Background: an optimization exercise with open tools, aiming at small area, a short achievable clock period and few clock cycles per item. Do not read the settings as production practice.
Only simulation tests tie the RTL to the original design; equivalence was not proved.
No activity file was given, so power comes from the tool's default toggle rates.

### flow/design.v
`timescale 1ns / 1ps
package ole_pkg;
  localparam int unsigned VALUE_W = 32;
  localparam int unsigned CAP     = 32;
  localparam int unsigned LEN_W   = 6;    
  localparam int unsigned FIFO_N  = 4;    
  localparam logic [2:0] FUNC_SEARCH    = 3'd0;
  localparam logic [2:0] FUNC_INS_FRONT = 3'd1;
  localparam logic [2:0] FUNC_INS_END   = 3'd2;
  localparam logic [2:0] FUNC_DEL_FRONT = 3'd3;
  localparam logic [2:0] FUNC_DEL_END   = 3'd4;
  localparam logic [2:0] FUNC_INS_AT    = 3'd5;
  localparam logic [2:0] FUNC_DEL_AT    = 3'd6;
  localparam logic [2:0] FUNC_UPDATE_AT = 3'd7;
  localparam logic [1:0] ST_OK     = 2'd0;
  localparam logic [1:0] ST_EMPTY  = 2'd1;
  localparam logic [1:0] ST_BADIDX = 2'd2;
  localparam logic [1:0] ST_FULL   = 2'd3;
endpackage
`timescale 1ns / 1ps
module ole_cell (
  input  logic                        clk_i,
  input  logic                        sel_left_i,
  input  logic                        sel_right_i,
  input  logic                        sel_value_i,
  input  logic [ole_pkg::VALUE_W-1:0] value_i,
  input  logic [ole_pkg::VALUE_W-1:0] left_i,
  input  logic [ole_pkg::VALUE_W-1:0] right_i,
  output logic [ole_pkg::VALUE_W-1:0] data_o,
  output logic                        eq_o
);
  logic [ole_pkg::VALUE_W-1:0] data_q, data_d;
  logic                        hold;
  assign hold   = !(sel_left_i || sel_right_i || sel_value_i);
  assign data_d = ({ole_pkg::VALUE_W{sel_left_i}}  & left_i)
                | ({ole_pkg::VALUE_W{sel_right_i}} & right_i)
                | ({ole_pkg::VALUE_W{sel_value_i}} & value_i)
                | ({ole_pkg::VALUE_W{hold}}        & data_q);
  always_ff @(posedge clk_i) begin
    data_q <= data_d;
  end
  assign eq_o   = (data_q == value_i);
  assign data_o = data_q;
endmodule
`timescale 1ns / 1ps
module ole_ctrl (
  input  logic                          clk_i,
  input  logic                          rst_ni,
  input  logic                          accept_i,
  input  logic [2:0]                    func_i,
  input  logic [7:0]                    index_i,
  input  logic [ole_pkg::VALUE_W-1:0]   value_i,
  output logic [ole_pkg::CAP-1:0]       sel_left_o,
  output logic [ole_pkg::CAP-1:0]       sel_right_o,
  output logic [ole_pkg::CAP-1:0]       sel_value_o,
  output logic [ole_pkg::VALUE_W-1:0]   value_o,
  output logic [ole_pkg::CAP-1:0]       held_o,
  output logic                          x_valid_o,
  output logic                          x_search_o,
  output logic [1:0]                    x_status_o,
  output logic [ole_pkg::LEN_W-1:0]     x_count_o
);
  localparam int unsigned CAP = ole_pkg::CAP;
  logic                        f_search, f_ins, f_del, f_wr, f_del_fe, f_del_at;
  logic                        f_fa, f_fb, f_fc;
  logic [CAP-1:0]              ge;         
  for (genvar k = 0; k < CAP; k++) begin : g_ge
    assign ge[k] = (index_i <= 8'(k));
  end
  assign f_search = (func_i == ole_pkg::FUNC_SEARCH);
  assign f_ins    = (func_i == ole_pkg::FUNC_INS_FRONT) || (func_i == ole_pkg::FUNC_INS_END)
                 || (func_i == ole_pkg::FUNC_INS_AT);
  assign f_del    = (func_i == ole_pkg::FUNC_DEL_FRONT) || (func_i == ole_pkg::FUNC_DEL_END)
                 || (func_i == ole_pkg::FUNC_DEL_AT);
  assign f_wr     = (func_i == ole_pkg::FUNC_UPDATE_AT);
  assign f_del_fe = (func_i == ole_pkg::FUNC_DEL_FRONT) || (func_i == ole_pkg::FUNC_DEL_END);
  assign f_del_at = (func_i == ole_pkg::FUNC_DEL_AT);
  assign f_fa     = (func_i == ole_pkg::FUNC_INS_FRONT) || (func_i == ole_pkg::FUNC_DEL_FRONT);
  assign f_fb     = (func_i == ole_pkg::FUNC_INS_END) || (func_i == ole_pkg::FUNC_DEL_END)
                 || (func_i == ole_pkg::FUNC_INS_AT);
  assign f_fc     = (func_i == ole_pkg::FUNC_INS_AT) || (func_i == ole_pkg::FUNC_DEL_AT)
                 || (func_i == ole_pkg::FUNC_UPDATE_AT);
  logic [CAP-1:0]            held_q, held_d;    
  logic [ole_pkg::LEN_W-1:0] len_q, len_d;
  logic                      full, empty, idx_ok;
  logic                      ins, del_len;
  logic [CAP-1:0]            pos;                
  logic [1:0]                status;
  assign full   = held_q[CAP-1];
  assign empty  = !held_q[0];
  assign idx_ok = (index_i < 8'(len_q));
  assign ins     = accept_i && f_ins && !full;
  assign del_len = accept_i && ((f_del_fe && !empty) || (f_del_at && idx_ok));
  assign pos = {CAP{f_fa}} | ({CAP{f_fb}} & ~held_q) | ({CAP{f_fc}} & ge);
  for (genvar k = 0; k < CAP; k++) begin : g_held
    logic below, above;
    if (k == 0) begin : g_lo
      assign below = 1'b1;
    end else begin : g_mid_lo
      assign below = held_q[k-1];
    end
    if (k == CAP - 1) begin : g_hi
      assign above = 1'b0;
    end else begin : g_mid_hi
      assign above = held_q[k+1];
    end
    always_comb begin
      held_d[k] = held_q[k];
      if (accept_i && f_ins)         held_d[k] = below;
      else if (accept_i && f_del_fe) held_d[k] = above;
      else if (accept_i && f_del_at) held_d[k] = held_q[k] && (above || !ge[k]);
    end
  end
  always_comb begin
    len_d = len_q;
    if (ins)          len_d = len_q + ole_pkg::LEN_W'(1);
    else if (del_len) len_d = len_q - ole_pkg::LEN_W'(1);
  end
  always_comb begin
    status = ole_pkg::ST_OK;
    if (f_ins && full)                      status = ole_pkg::ST_FULL;
    else if ((f_del_fe || f_del_at) && empty) status = ole_pkg::ST_EMPTY;
    else if ((f_del_at || f_wr) && !idx_ok) status = ole_pkg::ST_BADIDX;
  end
  logic                        s_valid, s_ins, s_del, s_insw, s_search;
  logic [CAP-1:0]              s_pos;
  logic [ole_pkg::VALUE_W-1:0] s_value;
  logic [1:0]                  s_status;
  logic [ole_pkg::LEN_W-1:0]   s_count;
  always_ff @(posedge clk_i or negedge rst_ni) begin
    if (!rst_ni) begin
      held_q  <= '0;
      len_q   <= '0;
      s_valid <= 1'b0;
      s_ins   <= 1'b0;
      s_del   <= 1'b0;
      s_insw  <= 1'b0;
    end else begin
      held_q  <= held_d;
      len_q   <= len_d;
      s_valid <= accept_i;
      s_ins   <= ins;
      s_del   <= accept_i && f_del;
      s_insw  <= ins || (accept_i && f_wr);
    end
  end
  always_ff @(posedge clk_i) begin
    s_pos    <= pos;
    s_value  <= value_i;
    s_search <= f_search;
    s_status <= status;
    s_count  <= len_d;
  end
  for (genvar k = 0; k < CAP; k++) begin : g_sel
    if (k == 0) begin : g_front
      assign sel_left_o[k]  = 1'b0;
      assign sel_value_o[k] = s_insw && s_pos[k];
    end else begin : g_inner
      assign sel_left_o[k]  = s_ins && s_pos[k-1];
      assign sel_value_o[k] = s_insw && s_pos[k] && !s_pos[k-1];
    end
    assign sel_right_o[k] = s_del && s_pos[k];
  end
  assign value_o    = s_value;
  assign held_o     = held_q;
  assign x_valid_o  = s_valid;
  assign x_search_o = s_search;
  assign x_status_o = s_status;
  assign x_count_o  = s_count;
endmodule
`timescale 1ns / 1ps
module ordered_list_engine #(
  parameter int unsigned CAPACITY = 32
) (
  input  logic                        clk_i,
  input  logic                        rst_ni,
  input  logic                        in_valid_i,
  output logic                        in_stall_o,
  input  logic [2:0]                  func_i,
  input  logic [7:0]                  index_i,
  input  logic signed [31:0]          value_i,
  output logic                        out_valid_o,
  input  logic                        out_stall_i,
  output logic [1:0]                  status_o,
  output logic                        found_o,
  output logic [8:0]                  count_o
);
  localparam int unsigned CAP    = ole_pkg::CAP;
  localparam int unsigned LEN_W  = ole_pkg::LEN_W;
  localparam int unsigned FIFO_N = ole_pkg::FIFO_N;
  localparam int unsigned RES_W  = 3 + LEN_W;
  logic accept, pop;
  logic stall_q;
  assign accept = in_valid_i && !stall_q;
  logic [CAP-1:0]              sel_left, sel_right, sel_value, held, eq;
  logic [ole_pkg::VALUE_W-1:0] value;
  logic [ole_pkg::VALUE_W-1:0] cell_data [CAP];
  logic                        x_valid, x_search;
  logic [1:0]                  x_status;
  logic [LEN_W-1:0]            x_count;
  ole_ctrl u_ctrl (
    .clk_i       (clk_i),
    .rst_ni      (rst_ni),
    .accept_i    (accept),
    .func_i      (func_i),
    .index_i     (index_i),
    .value_i     (value_i),
    .sel_left_o  (sel_left),
    .sel_right_o (sel_right),
    .sel_value_o (sel_value),
    .value_o     (value),
    .held_o      (held),
    .x_valid_o   (x_valid),
    .x_search_o  (x_search),
    .x_status_o  (x_status),
    .x_count_o   (x_count)
  );
  for (genvar k = 0; k < CAP; k++) begin : g_cell
    logic [ole_pkg::VALUE_W-1:0] left_data, right_data;
    if (k == 0) begin : g_front
      assign left_data = value;
    end else begin : g_inner_l
      assign left_data = cell_data[k-1];
    end
    if (k == CAP - 1) begin : g_back
      assign right_data = cell_data[k];
    end else begin : g_inner_r
      assign right_data = cell_data[k+1];
    end
    ole_cell u_cell (
      .clk_i       (clk_i),
      .sel_left_i  (sel_left[k]),
      .sel_right_i (sel_right[k]),
      .sel_value_i (sel_value[k]),
      .value_i     (value),
      .left_i      (left_data),
      .right_i     (right_data),
      .data_o      (cell_data[k]),
      .eq_o        (eq[k])
    );
  end
  localparam int unsigned GRP = 4;
  logic                 y_valid, y_search;
  logic [CAP/GRP-1:0]   y_match;
  logic [1:0]           y_status;
  logic [LEN_W-1:0]     y_count;
  logic [CAP-1:0]       hit;
  assign hit = eq & held;
  always_ff @(posedge clk_i or negedge rst_ni) begin
    if (!rst_ni) y_valid <= 1'b0;
    else         y_valid <= x_valid;
  end
  always_ff @(posedge clk_i) begin
    for (int g = 0; g < CAP / GRP; g++) y_match[g] <= |hit[g*GRP +: GRP];
    y_search <= x_search;
    y_status <= x_status;
    y_count  <= x_count;
  end
  logic [RES_W-1:0] y_res;
  assign y_res = {y_status, y_search && (|y_match), y_count};
  logic [RES_W-1:0]  q_data [FIFO_N];
  logic [FIFO_N-1:0] occ_q, occ_d;
  assign pop = occ_q[0] && !out_stall_i;
  for (genvar i = 0; i < FIFO_N; i++) begin : g_q
    logic             load;
    logic [RES_W-1:0] nxt;
    assign load = pop || !occ_q[i];
    if (i == FIFO_N - 1) begin : g_last
      assign nxt = y_res;
    end else begin : g_mid
      assign nxt = (pop && occ_q[i+1]) ? q_data[i+1] : y_res;
    end
    always_ff @(posedge clk_i) begin
      if (load) q_data[i] <= nxt;
    end
  end
  always_comb begin
    occ_d = occ_q;
    if (y_valid && !pop)      occ_d = {occ_q[FIFO_N-2:0], 1'b1};
    else if (!y_valid && pop) occ_d = {1'b0, occ_q[FIFO_N-1:1]};
  end
  logic [FIFO_N-1:0] fl_q, fl_d;
  always_comb begin
    fl_d = fl_q;
    if (accept && !pop)      fl_d = {fl_q[FIFO_N-2:0], 1'b1};
    else if (!accept && pop) fl_d = {1'b0, fl_q[FIFO_N-1:1]};
  end
  always_ff @(posedge clk_i or negedge rst_ni) begin
    if (!rst_ni) begin
      occ_q   <= '0;
      fl_q    <= '0;
      stall_q <= 1'b0;
    end else begin
      occ_q   <= occ_d;
      fl_q    <= fl_d;
      stall_q <= fl_d[FIFO_N-1];
    end
  end
  assign in_stall_o  = stall_q;
  assign out_valid_o = occ_q[0];
  assign status_o    = q_data[0][RES_W-1 -: 2];
  assign found_o     = q_data[0][LEN_W];
  assign count_o     = 9'(q_data[0][LEN_W-1:0]);
endmodule
### flow/run.sh
#!/bin/bash
# synth_recipe.tcl (not shown) runs the flow's synth.tcl, then flattens the netlist and writes it again
# the make line also repeats each setting of config.mk as NAME=value (left out here)
make -C /OpenROAD-flow-scripts/flow DESIGN_CONFIG=/design/flow/config.mk WORK_HOME=/design/flow/orfs CLKGATE_MAP_FILE= SYNTH_SCRIPT=/design/flow/synth_recipe.tcl finish
### flow/config.mk
export PLATFORM = sky130hd
export DESIGN_NAME = ordered_list_engine
export DESIGN_NICKNAME = ordered_list_engine
export VERILOG_FILES = /design/flow/design.v
export SDC_FILE = /design/flow/constraint.sdc
export NUM_CORES = 4
export LEC_CHECK = 0
export CAP_MARGIN = 20
export CORE_MARGIN = 2
export CORE_UTILIZATION = 40
export SETUP_SLACK_MARGIN = 3.0
export SLEW_MARGIN = 20
### flow/constraint.sdc
create_clock -name core_clock -period 5.5 [get_ports {clk_i}]
set_input_delay 1.1000 -clock core_clock [delete_from_list [all_inputs] [get_ports {clk_i}]]
set_output_delay 1.1000 -clock core_clock [all_outputs]
set_load 0.01 [all_outputs]
==> results of run 1 <==
synth_stat cells, types with 4 or more instances:
library cell / n
nand2_1: 2088
dfxtp_1: 1114
a222oi_1: 993
xnor2_1: 855
clkbuf_1: 511
nand4_1: 216
xor2_1: 169
nor4_1: 105
buf_4: 81
nor2_1: 74
and2_1: 69
a22oi_1: 62
buf_2: 57
dfrtp_1: 51
inv_1: 49
buf_6: 42
nor3_1: 39
nand3_1: 38
edfxtp_1: 36
a21oi_1: 30
o311ai_1: 29
mux2_2: 27
buf_1: 26
o21ai_0: 26
o221ai_1: 25
ha_1: 10
or4_1: 8
a31oi_1: 6
o21a_1: 6
nand2b_1: 5
o211ai_1: 5
o21ai_1: 5
a21o_1: 4
a221o_1: 4
mux2i_1: 4
logic make-up (layout without fill, tap and decap cells):
logic type / after synthesis / in the layout / synth area share [%]
compound gates: 1215 / 1216 / 19.1
xor+xnor: 1024 / 1024 / 14.9
fa+ha+maj: 10 / 10 / 0.207
buf+inv: 768 / 723 / 5.92
flops: 1201 / 1201 / 40.8
mux: 31 / 31 / 0.570
other cells: 1 / 6 / 0.00621
simple gates: 2662 / 2663 / 18.5
sequential cells by signal (all words and copies together) (netlist names), 2 cells and up:
register and count:
g_cell.u_cell.data_q 1024, q_data 36, u_ctrl.held_q 32, u_ctrl.s_pos 32, u_ctrl.s_value 32, y_match 8, u_ctrl.len_q 6, u_ctrl.s_count 6
y_count 6, fl_q 4, occ_q 4, u_ctrl.s_status 2, y_status 2
what timing repair did:
item | 4_1_cts | 5_1_grt
setup endpoints to repair | 356 | 230
pin swaps | 7 | 5
resized for setup | 105 | 37
hold buffers | 0 | 0
buffers inserted | 121 | 52
gates cloned | 2 | 0
worst max-delay path: stages (launching register included):
cell	delay, ns
dfxtp_4	0.51
buf_16	0.31
xnor2_1	0.17
nand4_1	0.09
nor4_1	0.28
nand4_1	0.25
nor4_4	0.42
or4_1	0.25
path summary, 6_finish.rpt:
kind                                                 to                 startpoint  slack, ns  cells past startpoint
worst min-delay path                   y_search$_DFF_P_    u_ctrl.s_search$_DFF_P_       0.33                      0
worst max register to register       y_match[5]$_DFF_P_  u_ctrl.s_value[0]$_DFF_P_       3.00                      7
max in group asynchronous       u_ctrl.s_insw$_DFF_PN0_                     rst_ni       4.45                      2
worst min register to register         y_search$_DFF_P_    u_ctrl.s_search$_DFF_P_       0.33                      0
min in group asynchronous          occ_q[0]$_DFFE_PN0P_                     rst_ni       0.46                      2
worst max-delay path                 y_match[5]$_DFF_P_  u_ctrl.s_value[0]$_DFF_P_       3.00                      7
through the flow:
stage               std cells  util [%]
floorplan                6914         -
global placement         8462      41.5
detailed placement       8463      41.5
CTS                      8835      45.6
global route             8888      46.0
finish                   8890      46.0
power by group through the flow:
stage / sequential [W] / clock, W / combinational (W)
floorplan: 0.0165 / 0 / 0.00790
global placement: 0.0198 / 0 / 0.00946
detailed placement: 0.0198 / 0 / 0.00971
CTS: 0.0195 / 0.00945 / 0.0101
global route: 0.0200 / 0.00982 / 0.0115
finish: 0.0198 / 0.00941 / 0.0105
layer usage:
layer / track usage (%) / up-vias / part of all wire (%)
met5: 0 / - / 0.021
met2: 47.3 / 4211 / 43
li1: - / 25300 / -
met1: 43.2 / 28300 / 39
met4: 14.5 / 10 / 4.7
met3: 7.77 / 699 / 13
area by class of cell:
cell class,instances,share of cell area [%]
Inverter,51,0.285
Timing Repair Buffer,423,6.07
Antenna cell,3,0.0109
Tap cell,2016,3.66
Clock buffer,216,6.18
Multi-Input combinational cell,4947,47.5
Sequential cell,1201,35.9
Clock inverter,33,0.404
cells in the final DEF, fill, tap and decap left out, types with 43 or more instances in the layout:
master     count
a22oi_1       62
dfxtp_1     1082
nand4_1      216
dfrtp_1       49
nor4_1        87
nand2_1     2087
xor2_1       169
nor2_1        43
clkbuf_16    151
buf_12        48
and2_1        67
inv_1         48
xnor2_1      854
buf_4        281
a222oi_1     993
==> results.yml, run 1 <==
power_and_ir_drop:
  p_int_w: 0.0233
  clkPwrFrac_pct: 23.7
  p_total_w: 0.0397
  leakagePower_nw: 28.1
  combPwrFrac_pct: 26.4
  p_sw_share_pct: 41.4
  pwr_density_cell_mw_per_mm2: 575
  power_switching_w: 0.0164
  p_seq_share_pct: 49.9
  vdd_ir_drop_max_uv: 343
final_layout:
  multi_input_area_mm2: 0.0328
  drive_gt1_share_pct: 11.0
  seqCellArea_mm2: 0.0248
  num-nets-final: 6820
  area_growth_pct: 14.2
  fin_area_mm2: 0.0690
  n_fill_cell: 14400
sta:
  worst_slew_pin_slew_ns: 0.977
  hold_ws_ns: 0.332
  period_needed_ns: 2.50
  fmax_mhz: 401
  rsz0062_at_grt: "yes"
  max_slew_margin_pct: 34.7
  finalClockSkew_ns: 0.0344
  timing.setup.tns_ns: 0
  final_max_slew_viol_count: 0
  fin_ws_ns: 3.00
  period_share_pct: 45.4
  setup_viol: 0
  final-hold-violation-count: 0
setup_path:
  cp.required_ns: 6.18
  worstSetupPathType: "flop to flop"
  worstSetupEndpointType: "flop"
  worstPathArrival_ns: 3.18
  start_kind: "flop"
  critPathMaxFanout: 38
grt:
  grt_pass1_wl_mm: 372
  grt_pass1_vias: 54100
  track_usage_pct: 31.8
  grt_overflow: 0
  antenna_found_initial: 11
  grt_max_degree: 65
synthesis:
  yosysSeqAreaShare_pct: 40.8
  synth_top_area_share_pct: 36.9
  synth_edf_count: 36
  async_flop_share_pct: 4.25
  yosysUniqueCellTypes: 63
  syn-instance-count: 6912
  ys_warn_count: 6
  synth_top_area_cell: "dfxtp_1"
  synth.top_cells.by_area: "dfxtp_1, a222oi_1, nand2_1"
  syn_area_per_cell_um2: 8.74
  netlist_area_mm2: 0.0604
  synth.ff_latch_count: 1201
  synth_ff_type: "dfxtp_1"
placement:
  gp_congestion: 0.933
  post_dp_cell_area_mm2: 0.0622
  place.port_buffers: 57
  pre_cts_ws_ns: 1.38
  post-dp-hpwl_mm: 162
routing:
  avgRoutedWirePerCell_um: 28.7
  dr_total_vias: 58400
  ant_nets: 0
  detail_route.iter0.violations: 13700
  wl_mm: 255
  drc: 0
  via_per_inst: 6.57
  firstDrtPassIters: 19
floorplan:
  start_util_pct: 40.3
  die_w_um: 393
  core_area_mm2: 0.150
  rows: 142
  die_h_um: 393
  ios: 61
  die-area_mm2: 0.154
cts:
  insertion_delay_ns: 0.80
  clock_sinks: 1201
  cts_buffers: 139
  clock-root-buffer: "clkbuf_16"
  tritoncts: "built"
  clk_path_buf_depth: 3
  cts_max_level: 4
  clk_pin_slew_ns: 0.06
outcome:
  outcome: "complete, no violations"
job:
  drv_cap: 0
min_path:
  min_path_type: "flop to flop"
Testbench counts, summed over its fixed seeds: cycles 16,024, items 16,000.
==> run 2: changes to the inputs <==
--- a/flow/design.v
+++ b/flow/design.v
@@ -80,48 +80,58 @@
                  || (func_i == ole_pkg::FUNC_INS_AT);
   assign f_fc     = (func_i == ole_pkg::FUNC_INS_AT) || (func_i == ole_pkg::FUNC_DEL_AT)
                  || (func_i == ole_pkg::FUNC_UPDATE_AT);
-  logic [CAP-1:0]            held_q, held_d;    
+  logic [CAP-1:0]            held_q;            
   logic [ole_pkg::LEN_W-1:0] len_q, len_d;
   logic                      full, empty, idx_ok;
   logic                      ins, del_len;
   logic [CAP-1:0]            pos;                
   logic [1:0]                status;
-  assign full   = held_q[CAP-1];
-  assign empty  = !held_q[0];
+  for (genvar k = 0; k < CAP; k++) begin : g_held
+    assign held_q[k] = (len_q > ole_pkg::LEN_W'(k));
+  end
+  logic                      full_q, empty_q, full_d, empty_d;
+  logic [ole_pkg::LEN_W-1:0] len_inc_q, len_dec_q, len_inc_d, len_dec_d;
+  assign full   = full_q;
+  assign empty  = empty_q;
   assign idx_ok = (index_i < 8'(len_q));
   assign ins     = accept_i && f_ins && !full;
   assign del_len = accept_i && ((f_del_fe && !empty) || (f_del_at && idx_ok));
   assign pos = {CAP{f_fa}} | ({CAP{f_fb}} & ~held_q) | ({CAP{f_fc}} & ge);
-  for (genvar k = 0; k < CAP; k++) begin : g_held
-    logic below, above;
-    if (k == 0) begin : g_lo
-      assign below = 1'b1;
-    end else begin : g_mid_lo
-      assign below = held_q[k-1];
-    end
-    if (k == CAP - 1) begin : g_hi
-      assign above = 1'b0;
-    end else begin : g_mid_hi
-      assign above = held_q[k+1];
-    end
-    always_comb begin
-      held_d[k] = held_q[k];
-      if (accept_i && f_ins)         held_d[k] = below;
-      else if (accept_i && f_del_fe) held_d[k] = above;
-      else if (accept_i && f_del_at) held_d[k] = held_q[k] && (above || !ge[k]);
-    end
-  end
+  logic [ole_pkg::LEN_W-1:0] c_len [2], c_inc [2], c_dec [2];
+  logic                      c_full [2], c_empty [2];
+  logic [1:0]                c_status [2];
   always_comb begin
-    len_d = len_q;
-    if (ins)          len_d = len_q + ole_pkg::LEN_W'(1);
-    else if (del_len) len_d = len_q - ole_pkg::LEN_W'(1);
-  end
-  always_comb begin
-    status = ole_pkg::ST_OK;
-    if (f_ins && full)                      status = ole_pkg::ST_FULL;
-    else if ((f_del_fe || f_del_at) && empty) status = ole_pkg::ST_EMPTY;
-    else if ((f_del_at || f_wr) && !idx_ok) status = ole_pkg::ST_BADIDX;
-  end
+    for (int ok = 0; ok < 2; ok++) begin
+      c_len[ok]   = len_q;
+      c_inc[ok]   = len_inc_q;
+      c_dec[ok]   = len_dec_q;
+      c_full[ok]  = full_q;
+      c_empty[ok] = empty_q;
+      if (ins) begin
+        c_len[ok]   = len_inc_q;
+        c_inc[ok]   = len_inc_q + ole_pkg::LEN_W'(1);
+        c_dec[ok]   = len_q;
+        c_full[ok]  = (len_q == ole_pkg::LEN_W'(CAP - 1));
+        c_empty[ok] = 1'b0;
+      end else if (accept_i && ((f_del_fe && !empty) || (f_del_at && (ok == 1)))) begin
+        c_len[ok]   = len_dec_q;
+        c_inc[ok]   = len_q;
+        c_dec[ok]   = len_dec_q - ole_pkg::LEN_W'(1);
+        c_full[ok]  = 1'b0;
+        c_empty[ok] = (len_q == ole_pkg::LEN_W'(1));
+      end
+      c_status[ok] = ole_pkg::ST_OK;
+      if (f_ins && full)                          c_status[ok] = ole_pkg::ST_FULL;
+      else if ((f_del_fe || f_del_at) && empty)   c_status[ok] = ole_pkg::ST_EMPTY;
+      else if ((f_del_at || f_wr) && (ok == 0))   c_status[ok] = ole_pkg::ST_BADIDX;
+    end
+  end
+  assign len_d     = idx_ok ? c_len[1]    : c_len[0];
+  assign len_inc_d = idx_ok ? c_inc[1]    : c_inc[0];
+  assign len_dec_d = idx_ok ? c_dec[1]    : c_dec[0];
+  assign full_d    = idx_ok ? c_full[1]   : c_full[0];
+  assign empty_d   = idx_ok ? c_empty[1]  : c_empty[0];
+  assign status    = idx_ok ? c_status[1] : c_status[0];
   logic                        s_valid, s_ins, s_del, s_insw, s_search;
   logic [CAP-1:0]              s_pos;
   logic [ole_pkg::VALUE_W-1:0] s_value;
@@ -129,15 +139,21 @@
   logic [ole_pkg::LEN_W-1:0]   s_count;
   always_ff @(posedge clk_i or negedge rst_ni) begin
     if (!rst_ni) begin
-      held_q  <= '0;
-      len_q   <= '0;
+      len_q     <= '0;
+      len_inc_q <= ole_pkg::LEN_W'(1);
+      len_dec_q <= '1;
+      full_q    <= 1'b0;
+      empty_q   <= 1'b1;
       s_valid <= 1'b0;
       s_ins   <= 1'b0;
       s_del   <= 1'b0;
       s_insw  <= 1'b0;
     end else begin
-      held_q  <= held_d;
-      len_q   <= len_d;
+      len_q     <= len_d;
+      len_inc_q <= len_inc_d;
+      len_dec_q <= len_dec_d;
+      full_q    <= full_d;
+      empty_q   <= empty_d;
       s_valid <= accept_i;
       s_ins   <= ins;
       s_del   <= accept_i && f_del;
@@ -262,17 +278,22 @@
   logic [FIFO_N-1:0] occ_q, occ_d;
   assign pop = occ_q[0] && !out_stall_i;
   for (genvar i = 0; i < FIFO_N; i++) begin : g_q
-    logic             load;
-    logic [RES_W-1:0] nxt;
-    assign load = pop || !occ_q[i];
+    logic sel_shift, sel_new, sel_hold;
     if (i == FIFO_N - 1) begin : g_last
-      assign nxt = y_res;
+      assign sel_shift = 1'b0;
+      assign sel_new   = pop || !occ_q[i];
+      always_ff @(posedge clk_i) begin
+        q_data[i] <= ({RES_W{sel_new}} & y_res) | ({RES_W{sel_hold}} & q_data[i]);
+      end
     end else begin : g_mid
-      assign nxt = (pop && occ_q[i+1]) ? q_data[i+1] : y_res;
-    end
-    always_ff @(posedge clk_i) begin
-      if (load) q_data[i] <= nxt;
+      assign sel_shift = pop && occ_q[i+1];
+      assign sel_new   = (pop && !occ_q[i+1]) || !occ_q[i];
+      always_ff @(posedge clk_i) begin
+        q_data[i] <= ({RES_W{sel_shift}} & q_data[i+1]) | ({RES_W{sel_new}} & y_res)
+                   | ({RES_W{sel_hold}} & q_data[i]);
+      end
     end
+    assign sel_hold = !pop && occ_q[i];
   end
   always_comb begin
     occ_d = occ_q;
@@ -289,13 +310,14 @@
     if (!rst_ni) begin
       occ_q   <= '0;
       fl_q    <= '0;
-      stall_q <= 1'b0;
     end else begin
       occ_q   <= occ_d;
       fl_q    <= fl_d;
-      stall_q <= fl_d[FIFO_N-1];
     end
   end
+  always_ff @(posedge clk_i) begin
+    stall_q <= fl_d[FIFO_N-1];
+  end
   assign in_stall_o  = stall_q;
   assign out_valid_o = occ_q[0];
   assign status_o    = q_data[0][RES_W-1 -: 2];
--- a/flow/config.mk
+++ b/flow/config.mk
@@ -7,6 +7,8 @@
 export LEC_CHECK = 0
 export CAP_MARGIN = 20
 export CORE_MARGIN = 2
-export CORE_UTILIZATION = 40
-export SETUP_SLACK_MARGIN = 3.0
+export CORE_UTILIZATION = 60
+export CTS_CLUSTER_DIAMETER = 60
+export CTS_CLUSTER_SIZE = 30
+export SETUP_SLACK_MARGIN = 3.1
 export SLEW_MARGIN = 20
==> run 2 against run 1 <==
Effect of this change: register-to-register slack improved by 0.04 ns; sequential share of layout area grew 0.27 points; fmax grew 1.7%; non-clock buffer count up 6; worst setup slack improved by 0.042 ns; still clean on timing, DRC and antenna; sequential cell count shrank 17; clock power shrank 11%; first-iteration DRC count is 16% higher; count of clock-buffer cells in the layout down 96; worst hold slack worse by 0.0031 ns; synthesized cell count shrank 0.38%.
==> results.yml, run 2 <==
routing:
  via_per_inst: 7.31
  drc: 0
  detail_route.iter0.violations: 15900
  firstDrtPassIters: 17
  dr_total_vias: 59200
  wl_mm: 252
  avgRoutedWirePerCell_um: 31.2
  ant_nets: 0
power_and_ir_drop:
  clkPwrFrac_pct: 21.9
  vdd_ir_drop_max_uv: 386
  p_seq_share_pct: 49.0
  p_int_w: 0.0214
  p_sw_share_pct: 43.9
  power_switching_w: 0.0167
  pwr_density_cell_mw_per_mm2: 572
  combPwrFrac_pct: 29.0
  leakagePower_nw: 28.2
sta:
  worst_slew_pin_slew_ns: 0.917
  max_slew_margin_pct: 38.9
  final-hold-violation-count: 0
  final_max_slew_viol_count: 0
  finalClockSkew_ns: 0.0316
  timing.setup.tns_ns: 0
  fmax_mhz: 408
  setup_viol: 0
  period_share_pct: 44.6
  period_needed_ns: 2.45
  rsz0062_at_grt: "yes"
setup_path:
  critPathMaxFanout: 38
  timing.rr.start: "u_ctrl.s_value[23]$_DFF_P_"
  start_kind: "flop"
  worstPathArrival_ns: 3.10
  critPathLaunch: "u_ctrl.s_value[23]$_DFF_P_"
  cp_num_cells: 6
  crit_family: "simple AND/OR/NAND/NOR gates"
  reg2reg_depth: 6
  crit_path_frequent_cell: "nand4_1"
  worstSetupEndpointType: "flop"
  path_buf_inv: 1
  cp.required_ns: 6.15
  cp-endpoint: "y_match[5]$_DFF_P_"
  crit_slowest_cell: "buf_4"
  crit_chain: "buf_4, xor2_1, nor4_1, nand4_1, a211o_1, nand4_1"
  r2r_slack_ns: 3.05
  worstSetupPathType: "flop to flop"
  slowest_delay_ns: 0.53
  r2r_end: "y_match[5]$_DFF_P_"
floorplan:
  start_util_pct: 60.4
  rows: 115
  ios: 61
  die_w_um: 318
  die-area_mm2: 0.101
  die_h_um: 318
  core_area_mm2: 0.0980
synthesis:
  syn-instance-count: 6886
  synth_top_area_share_pct: 38.6
  async_flop_share_pct: 2.79
  synth_common_cells: "nand2_1, dfxtp_1, a222oi_1"
  synth.top_cells.by_area: "dfxtp_1, a222oi_1, nand2_1"
  ys_warn_count: 12
  netlist_area_mm2: 0.0592
  synth.ff_latch_count: 1184
  yosysMostFrequentCell: "nand2_1"
  synth_edf_count: 9
  yosysUniqueCellTypes: 65
  synth_ff_type: "dfxtp_1"
  syn_area_per_cell_um2: 8.59
  synth_top_area_cell: "dfxtp_1"
  yosysSeqAreaShare_pct: 40.5
cts:
  clock_sinks: 1184
  clk_pin_slew_ns: 0.08
  tritoncts: "built"
  clk_path_buf_depth: 3
  cts_buffers: 107
  insertion_delay_ns: 0.74
  cts_max_level: 3
  clock-root-buffer: "clkbuf_16"
final_layout:
  top_register: "g_cell.u_cell.data_q"
  largest_reg_flops: 1024
  area_growth_pct: 12.6
  num-nets-final: 6768
  layout.cells.non_filler: 8094
  reg.largest.list: "g_cell.u_cell.data_q (1024), u_ctrl.s_pos (32), u_ctrl.s_value (32)"
  drive_gt1_share_pct: 11.3
  final_cell_mix: "nand2_1, dfxtp_1, a222oi_1"
  final_common_cell: "nand2_1"
outcome:
  outcome: "complete, no violations"
placement:
  gp_congestion: 0.954
  post-dp-hpwl_mm: 159
  place.port_buffers: 57
  dpl.cell_count: 7706
grt:
  grt_pass1_vias: 53600
  grt_max_degree: 42
  track_usage_pct: 46.7
  grt_overflow: 0
  grt_pass1_wl_mm: 362
  antenna_found_initial: 4
min_path:
  min_path_type: "flop to flop"
job:
  drv_cap: 0
==> run 2: power by group through the flow <==
stage / registers, W / clock network (W) / logic, W
after floorplan: 0.0157 / 0 / 0.00791
after global placement: 0.0185 / 0 / 0.00974
after detailed placement: 0.0185 / 0 / 0.0100
after CTS: 0.0183 / 0.00830 / 0.0105
after global routing: 0.0188 / 0.00864 / 0.0120
final: 0.0187 / 0.00835 / 0.0111
==> run 2: final cells by class <==
class | count | area, um^2
Fill cell | 7921 | 31400
Clock inverter | 83 | 1030
Clock buffer | 120 | 2850
Multi-Input combinational cell | 4920 | 32500
Antenna cell | 2 | 5.00
Inverter | 69 | 285
Tap cell | 1287 | 1610
Sequential cell | 1184 | 24100
Timing Repair Buffer | 429 | 4270
==> run 2: worst min path at each step <==
stage / from / to / slack, ns / cells past startpoint
2_1_floorplan: u_ctrl.s_count[0]$_DFF_P_ / y_count[0]$_DFF_P_ / 0.31 / 0
3_3_place_gp: u_ctrl.s_count[1]$_DFF_P_ / y_count[1]$_DFF_P_ / 0.31 / 0
3_5_place_dp: u_ctrl.s_count[5]$_DFF_P_ / y_count[5]$_DFF_P_ / 0.31 / 0
4_1_cts: u_ctrl.s_count[5]$_DFF_P_ / y_count[5]$_DFF_P_ / 0.33 / 0
5_1_grt: u_ctrl.s_count[0]$_DFF_P_ / y_count[0]$_DFF_P_ / 0.33 / 0
6_report: u_ctrl.s_count[0]$_DFF_P_ / y_count[0]$_DFF_P_ / 0.33 / 0
==> run 2: what timing repair did <==
item	4_1_cts	5_1_grt
resized for setup	139	59
buffers inserted	83	97
hold endpoints to repair	0	0
hold buffers	0	0
pin swaps	4	18
gates cloned	2	1
setup endpoints to repair	346	330
==> run 2: per-stage QoR <==
step / total power, W / setup slack [ns] / area [um^2] / hold WS (ns) / utilization, %
detailed placement: 0.0285 / 1.55 / 60200 / 0.312 / 61.5
CTS: 0.0371 / 3.07 / 65500 / 0.329 / 66.8
global route: 0.0394 / 3.06 / 66600 / 0.335 / 68.0
finish: 0.0381 / 3.05 / 66600 / 0.329 / 68.0
floorplan: 0.0236 / 2.87 / 59300 / 0.310 / -
global placement: 0.0282 / 1.56 / 60200 / 0.312 / 61.4
==> run 2: logic make-up (layout without fill, tap and decap cells) <==
kind of cell	count (synthesis)	after routing	synth area share, %
multiplexers	4	4	0.0698
adder cells (fa/ha/maj)	10	10	0.211
other	1	5	0.00634
AND/OR/NAND/NOR	2659	2660	18.9
flip-flops	1184	1184	40.5
buffers and inverters	785	701	5.66
XOR/XNOR	1024	1024	15.2
AO/OA/AOI/OAI	1219	1219	19.5
==> run 2: per-layer routing <==
layer | vias up | wire, um | GRT usage (%)
met5 | - | 24 | 0
met4 | 4 | 19200 | 28.6
met3 | 1108 | 39200 | 13.9
met2 | 5124 | 103000 | 66.6
met1 | 27800 | 90800 | 61.9
li1 | 25100 | - | -
==> run 2: worst register-to-register path, cell delays in order (launching register included) <==
cell	delay, ns
dfxtp_4	0.42
buf_4	0.53
xor2_1	0.28
nor4_1	0.46
nand4_1	0.22
a211o_1	0.30
nand4_1	0.15
Testbench counts of run 2, summed over its fixed seeds: cycles 16,024, items 16,000.
==> run 3: changes to the inputs <==
--- a/flow/config.mk
+++ b/flow/config.mk
@@ -8,7 +8,7 @@
 export CAP_MARGIN = 20
 export CORE_MARGIN = 2
 export CORE_UTILIZATION = 60
-export CTS_CLUSTER_DIAMETER = 60
-export CTS_CLUSTER_SIZE = 30
+export CTS_CLUSTER_DIAMETER = 100
+export CTS_CLUSTER_SIZE = 20
 export SETUP_SLACK_MARGIN = 3.1
 export SLEW_MARGIN = 20
==> run 3 against run 2 <==
Effect of this change: worst setup slack improved by 0.024 ns; sequential cell count did not move; still clean on timing, DRC and antenna; critical path depth did not move; critical path type unchanged; non-clock buffer count rose by 8; largest cell class unchanged; worst hold slack improved by 0.0015 ns; fmax rose by 1.0%; via count fell by 0.68%; combinational power barely moved; total power fell by 7.8%; first-iteration DRC count rose by 0.79%; synthesized cell count did not move.
==> results.yml, run 3 <==
synthesis:
  ys_warn_count: 12
  synth_top_area_cell: "dfxtp_1"
  yosysUniqueCellTypes: 65
  synth.top_cells.by_area: "dfxtp_1, a222oi_1, nand2_1"
  async_flop_share_pct: 2.79
  yosysMostFrequentCell: "nand2_1"
  syn_area_per_cell_um2: 8.59
  syn-instance-count: 6886
  netlist_area_mm2: 0.0592
  synth.ff_latch_count: 1184
  synth_top_area_share_pct: 38.6
  synth_edf_count: 9
  yosysSeqAreaShare_pct: 40.5
  synth_ff_type: "dfxtp_1"
  synth_common_cells: "nand2_1, dfxtp_1, a222oi_1"
floorplan:
  start_util_pct: 60.4
  core_area_mm2: 0.0980
  die_h_um: 318
  die-area_mm2: 0.101
  ios: 61
  die_w_um: 318
  rows: 115
job:
  drv_cap: 0
routing:
  ant_nets: 0
  via_per_inst: 7.35
  wl_mm: 251
  detail_route.iter0.violations: 16000
  avgRoutedWirePerCell_um: 31.4
  drc: 0
  firstDrtPassIters: 17
  dr_total_vias: 58800
placement:
  place.port_buffers: 57
  post-dp-hpwl_mm: 159
  gp_congestion: 0.954
  post_dp_cell_area_mm2: 0.0602
final_layout:
  top_register: "g_cell.u_cell.data_q"
  fin_area_mm2: 0.0646
  area_growth_pct: 9.18
  drive_gt1_share_pct: 9.47
  final_cell_mix: "nand2_1, dfxtp_1, a222oi_1"
  num-nets-final: 6738
  final_common_cell: "nand2_1"
  largest_reg_flops: 1024
  post-route-util_pct: 65.9
  reg.largest.list: "g_cell.u_cell.data_q (1024), u_ctrl.s_pos (32), u_ctrl.s_value (32)"
grt:
  grt_max_degree: 42
  track_usage_pct: 46.3
  antenna_found_initial: 10
  grt_overflow: 0
  grt_pass1_wl_mm: 359
  grt_pass1_vias: 52900
sta:
  period_needed_ns: 2.43
  fmax_mhz: 412
  timing.setup.tns_ns: 0
  final-hold-violation-count: 0
  final_max_slew_viol_count: 0
  period_share_pct: 44.2
  rsz0062_at_grt: "yes"
  setup_viol: 0
  max_slew_margin_pct: 41.0
  finalClockSkew_ns: 0.0283
  worst_slew_pin_slew_ns: 0.876
min_path:
  min_path_type: "flop to flop"
power_and_ir_drop:
  pwr_density_cell_mw_per_mm2: 544
  vdd_ir_drop_max_uv: 390
  leakagePower_nw: 27.2
setup_path:
  start_kind: "flop"
  worstPathArrival_ns: 3.04
  worstSetupPathType: "flop to flop"
  cp.required_ns: 6.11
  worstSetupEndpointType: "flop"
  critPathMaxFanout: 25
cts:
  clock_sinks: 1184
  tritoncts: "built"
  cts_buffers: 69
  insertion_delay_ns: 0.69
  clk_pin_slew_ns: 0.09
  cts_max_level: 3
  clk_path_buf_depth: 3
  cts_hold_repair.buffers: 0
  clock-root-buffer: "clkbuf_16"
outcome:
  outcome: "complete, no violations"
-- run 3: cell counts after synthesis --
No cell type changed its count.
-- run 3: area by class of cell --
| type | count | area, um^2 |
|---|---|---|
| fillers | 8172 | 33400 |
| multi-input cells | 4920 | 32400 |
| flip-flops and latches | 1184 | 24100 |
| repair buffers | 437 | 4300 |
| clock buffers | 85 | 1830 |
| well taps | 1287 | 1610 |
| inverters | 69 | 288 |
| clock inverters | 3 | 27.5 |
| diodes | 4 | 10.0 |
-- run 3: routing by layer --
layer	wire length [um]	share of wire (%)	vias to the layer above	GRT usage [%]
met3	39300	16	1044	13.2
li1	-	-	24900	-
met2	104000	41	5198	66.6
met1	89500	36	27600	61.5
met5	52	0.021	-	0
met4	18200	7.3	8	27.4
-- run 3: path summary, 6_finish.rpt --
check	slack, ns	cells after the start	from	endpoint
max in group asynchronous	4.36	1	rst_ni	u_ctrl.len_q[0]$_DFF_PN0_
min reg2reg	0.33	0	u_ctrl.s_count[5]$_DFF_P_	y_count[5]$_DFF_P_
min	0.33	0	u_ctrl.s_count[5]$_DFF_P_	y_count[5]$_DFF_P_
max reg2reg	3.07	6	u_ctrl.s_value[10]$_DFF_P_	y_match[5]$_DFF_P_
min in group asynchronous	0.53	1	rst_ni	fl_q[1]$_DFFE_PN0P_
max	3.07	6	u_ctrl.s_value[10]$_DFF_P_	y_match[5]$_DFF_P_
-- run 3: worst max-delay path, cell delays in order, from the launching register on --
cell and delay (ns):
dfxtp_4 0.60, buf_6 0.36, xor2_1 0.11, nor4_1 0.44, nand3_1 0.13, or4_1 0.49
nand4_1 0.20
-- run 3: through the flow --
stage | worst slack (ns) | hold slack (ns) | total power (W) | instances
2_1_floorplan | 2.87 | 0.310 | 0.0236 | 6888
5_1_grt | 3.07 | 0.338 | 0.0364 | 7985
3_3_place_gp | 1.56 | 0.312 | 0.0282 | 7705
6_report | 3.07 | 0.331 | 0.0351 | 7989
4_1_cts | 3.10 | 0.332 | 0.0341 | 7873
3_5_place_dp | 1.55 | 0.312 | 0.0285 | 7706
-- run 3: what timing repair did --
item                       in CTS  in global routing
buffers inserted               77                112
gates resized for setup       124                 54
pin swaps                       7                 14
cloned                          2                  0
setup endpoints to repair     384                354
-- run 3: where the power goes --
group          leakage (nW)  internal [W]  switching, W  total, W
Clock                 0.902       0.00236       0.00308   0.00543
Combinational          16.2       0.00482       0.00622    0.0110
Sequential             10.1        0.0123       0.00634    0.0186
-- run 3: cells by family after synthesis --
group	Yosys count	share of synthesized area (%)
buf+inv	785	5.66
mux	4	0.0698
other cells	1	0.00634
xor+xnor	1024	15.2
flops	1184	40.5
simple gates	2659	18.9
fa+ha+maj	10	0.211
compound gates	1219	19.5
==> run 4: changes to the inputs <==
--- a/flow/design.v
+++ b/flow/design.v
@@ -145,9 +145,6 @@
       full_q    <= 1'b0;
       empty_q   <= 1'b1;
       s_valid <= 1'b0;
-      s_ins   <= 1'b0;
-      s_del   <= 1'b0;
-      s_insw  <= 1'b0;
     end else begin
       len_q     <= len_d;
       len_inc_q <= len_inc_d;
@@ -155,12 +152,14 @@
       full_q    <= full_d;
       empty_q   <= empty_d;
       s_valid <= accept_i;
-      s_ins   <= ins;
-      s_del   <= accept_i && f_del;
-      s_insw  <= ins || (accept_i && f_wr);
     end
   end
   always_ff @(posedge clk_i) begin
+    s_ins  <= ins;
+    s_del  <= accept_i && f_del;
+    s_insw <= ins || (accept_i && f_wr);
+  end
+  always_ff @(posedge clk_i) begin
     s_pos    <= pos;
     s_value  <= value_i;
     s_search <= f_search;
@@ -315,11 +314,16 @@
       fl_q    <= fl_d;
     end
   end
+  logic out_valid_q;
+  always_ff @(posedge clk_i or negedge rst_ni) begin
+    if (!rst_ni) out_valid_q <= 1'b0;
+    else         out_valid_q <= y_valid || occ_q[1] || (out_valid_q && out_stall_i);
+  end
   always_ff @(posedge clk_i) begin
     stall_q <= fl_d[FIFO_N-1];
   end
   assign in_stall_o  = stall_q;
-  assign out_valid_o = occ_q[0];
+  assign out_valid_o = out_valid_q;
   assign status_o    = q_data[0][RES_W-1 -: 2];
   assign found_o     = q_data[0][LEN_W];
   assign count_o     = 9'(q_data[0][LEN_W-1:0]);
==> run 4 against run 3 <==
Effect of this change: worst setup slack got worse by 0.069 ns; sequential power is essentially flat; cell count shrank 0.34%; total power increased by 1.1%; critical path depth did not move; fmax is 2.8% lower; clock skew increased by 0.0018 ns; sequential cell count up 1; critical path type unchanged; critical endpoint is now y_match[3]$_DFF_P_; largest power group unchanged; highest routed layer unchanged.
==> results.yml, run 4 <==
sta:
  period_share_pct: 45.4
  final-hold-violation-count: 0
  final_max_slew_viol_count: 0
  fmax_mhz: 400
  max_slew_margin_pct: 31.7
  finalClockSkew_ns: 0.0301
  fin_ws_ns: 3.00
  rsz0062_at_grt: "yes"
  hold_ws_ns: 0.330
  setup_viol: 0
  timing.setup.tns_ns: 0
  worst_slew_pin_slew_ns: 1.02
  period_needed_ns: 2.50
grt:
  grt_pass1_wl_mm: 351
  grt_max_degree: 65
  grt_overflow: 0
  antenna_found_initial: 9
  track_usage_pct: 45.1
  grt_pass1_vias: 52700
power_and_ir_drop:
  vdd_ir_drop_max_uv: 368
  leakagePower_nw: 27.1
  pwr_density_cell_mw_per_mm2: 552
  p_total_w: 0.0355
setup_path:
  worstPathArrival_ns: 3.14
  critPathMaxFanout: 20
  timing.rr.start: "u_ctrl.s_value[17]$_DFF_P_"
  worstSetupEndpointType: "flop"
  r2r_slack_ns: 3.00
  reg2reg_depth: 6
  cp.required_ns: 6.14
  start_kind: "flop"
  critPathLaunch: "u_ctrl.s_value[17]$_DFF_P_"
  r2r_end: "y_match[3]$_DFF_P_"
  worstSetupPathType: "flop to flop"
outcome:
  outcome: "complete, no violations"
floorplan:
  die_h_um: 318
  start_util_pct: 60.2
  ios: 61
  die_w_um: 318
  die-area_mm2: 0.101
  core_area_mm2: 0.0980
  rows: 115
min_path:
  hold_path_depth: 0
  min_from: "u_ctrl.s_search$_DFF_P_"
  hold-path-endpoint: "y_search$_DFF_P_"
  min_path_type: "flop to flop"
cts:
  clk_path_buf_depth: 3
  insertion_delay_ns: 0.69
  clk_pin_slew_ns: 0.09
  clock-root-buffer: "clkbuf_16"
  clock_sinks: 1185
  tritoncts: "built"
  cts_buffers: 69
  cts_hold_repair.buffers: 0
  cts_max_level: 3
synthesis:
  synth_edf_count: 9
  synth_ff_type: "dfxtp_1"
  synth.top_cells.by_area: "dfxtp_1, a222oi_1, nand2_1"
  synth_common_cells: "nand2_1, dfxtp_1, a222oi_1"
  yosysMostFrequentCell: "nand2_1"
  synth_top_area_cell: "dfxtp_1"
  yosysUniqueCellTypes: 64
  syn-instance-count: 6888
  syn_area_per_cell_um2: 8.57
  yosysSeqAreaShare_pct: 40.6
  ys_warn_count: 12
  netlist_area_mm2: 0.0590
  async_flop_share_pct: 2.62
  synth_top_area_share_pct: 38.9
  synth.ff_latch_count: 1185
final_layout:
  final_common_cell: "nand2_1"
  drive_gt1_share_pct: 8.90
  num-nets-final: 6707
  reg.largest.list: "g_cell.u_cell.data_q (1024), u_ctrl.s_pos (32), u_ctrl.s_value (32)"
  largest_reg_flops: 1024
  top_register: "g_cell.u_cell.data_q"
  final_cell_mix: "nand2_1, dfxtp_1, a222oi_1"
  area_growth_pct: 8.97
placement:
  gp_congestion: 0.974
  place.port_buffers: 57
  pre_cts_ws_ns: 1.36
  post-dp-hpwl_mm: 156
routing:
  drc: 0
  via_per_inst: 7.32
  avgRoutedWirePerCell_um: 30.6
  firstDrtPassIters: 22
  detail_route.iter0.violations: 15700
  ant_nets: 0
  wl_mm: 244
  dr_total_vias: 58300
job:
  drv_cap: 0
[run 4: what timing repair did]
action                     CTS  global route
gates cloned                 7             1
buffers inserted            60            94
setup endpoints to repair  389           502
gates resized for setup    117            71
pin swaps                    8            15
[run 4: final cells by class]
| cell class | count | area [um^2] |
|---|---|---|
| clock buffer | 91 | 1890 |
| antenna | 4 | 10.0 |
| timing repair buffer | 400 | 3930 |
| tap | 1287 | 1610 |
| sequential | 1185 | 24100 |
| fill | 8224 | 33700 |
| timing repair inverter | 2 | 12.5 |
| clock inverter | 1 | 16.3 |
| inverter | 63 | 251 |
| multi-input combinational | 4929 | 32500 |
[run 4: logic make-up (layout without fill, tap and decap cells)]
family                     count (synthesis)  after routing  synth area share (%)
muxes                                      5              5                0.0891
and+or+nand+nor                         2664           2664                  19.0
xor gates and xnor gates                1024           1024                  15.2
adders and majority gates                 10             10                 0.212
buffers and inverters                    778            557                  5.28
AOI/OAI and AO/OA                       1221           1223                  19.6
DFF                                     1185           1185                  40.6
other                                      1              7               0.00636
[run 4: layer usage]
| metal | wire [um] | vias to the layer above | track usage [%] |
|---|---|---|---|
| met5 | 36 | - | 0 |
| met4 | 16200 | 6 | 26.2 |
| met2 | 102000 | 5003 | 65.8 |
| met3 | 36500 | 916 | 10.9 |
| met1 | 88900 | 27500 | 60.8 |
| li1 | - | 24900 | - |
[run 4: how the worst max path moves through the flow]
| stage | end |
|---|---|
| finish | y_match[3]$_DFF_P_ |
| global route | u_ctrl.s_count[3]$_DFF_P_ |
| CTS | y_match[5]$_DFF_P_ |
| detailed placement | u_ctrl.full_q$_DFFE_PN0P_ |
| global placement | u_ctrl.full_q$_DFFE_PN0P_ |
| floorplan | u_ctrl.empty_q$_DFFE_PN1P_ |
[run 4: critical path, stage by stage, from the launching register on]
cell,delay [ns]
dfxtp_4,0.66
buf_4,0.44
xor2_1,0.12
nor4_1,0.52
nand3_1,0.27
nor4_1,0.26
or4_1,0.14
[run 4: power by group]
part	switching, W	total (W)	internal [W]
clock network	0.00308	0.00550	0.00242
logic	0.00632	0.0112	0.00487
registers	0.00639	0.0188	0.0124
[run 4: per-stage QoR]
step | instance area (um^2) | utilization (%) | cells
floorplan | 59100 | - | 6890
global placement | 60200 | 61.4 | 7704
detailed placement | 60200 | 61.4 | 7704
CTS | 63200 | 64.5 | 7863
global route | 64300 | 65.6 | 7958
finish | 64300 | 65.6 | 7962
Testbench counts of run 4, summed over its fixed seeds: cycles 16,024, items 16,000.

==> separate check: timing with driven ports <==
The flow's constraints put no driver on any port. The routed layouts listed below were extracted and timed again, unchanged, in two steps. Step 1 sets driving cells, clkbuf_16 on the clock port and buf_2 on the other inputs (assumed; they add their load-dependent delay and slew). Step 2 also shifts input and output timing later by t, the mid clock arrival at the registers, as if the neighbouring blocks saw the same clock. a / b / c = ideal ports / drivers / drivers and shift; a / b = the first two.
| run | shift t [ns] | slack for setup (ns) | clock arrival spread, ns | worst data-port slew with drivers (ns) | pins driven straight from the clock port |
|---|---|---|---|---|---|
| run 1 | 0.873 | 3.005 / 2.959 / 2.184 | 0.038 / 0.037 | 0.17 | 1 |
| run 2 | 0.808 | 3.047 / 3.022 / 2.351 | 0.039 / 0.039 | 0.04 | 1 |
| run 3 | 0.756 | 3.071 / 3.064 / 2.378 | 0.030 / 0.030 | 0.04 | 1 |
| run 4 | 0.754 | 3.002 / 3.002 / 2.288 | 0.031 / 0.030 | 0.15 | 1 |
After both steps every run listed still meets setup and hold. The setup slack of run 1, which loses most, moves by -0.046 ns with the drivers and by -0.821 ns with both steps.
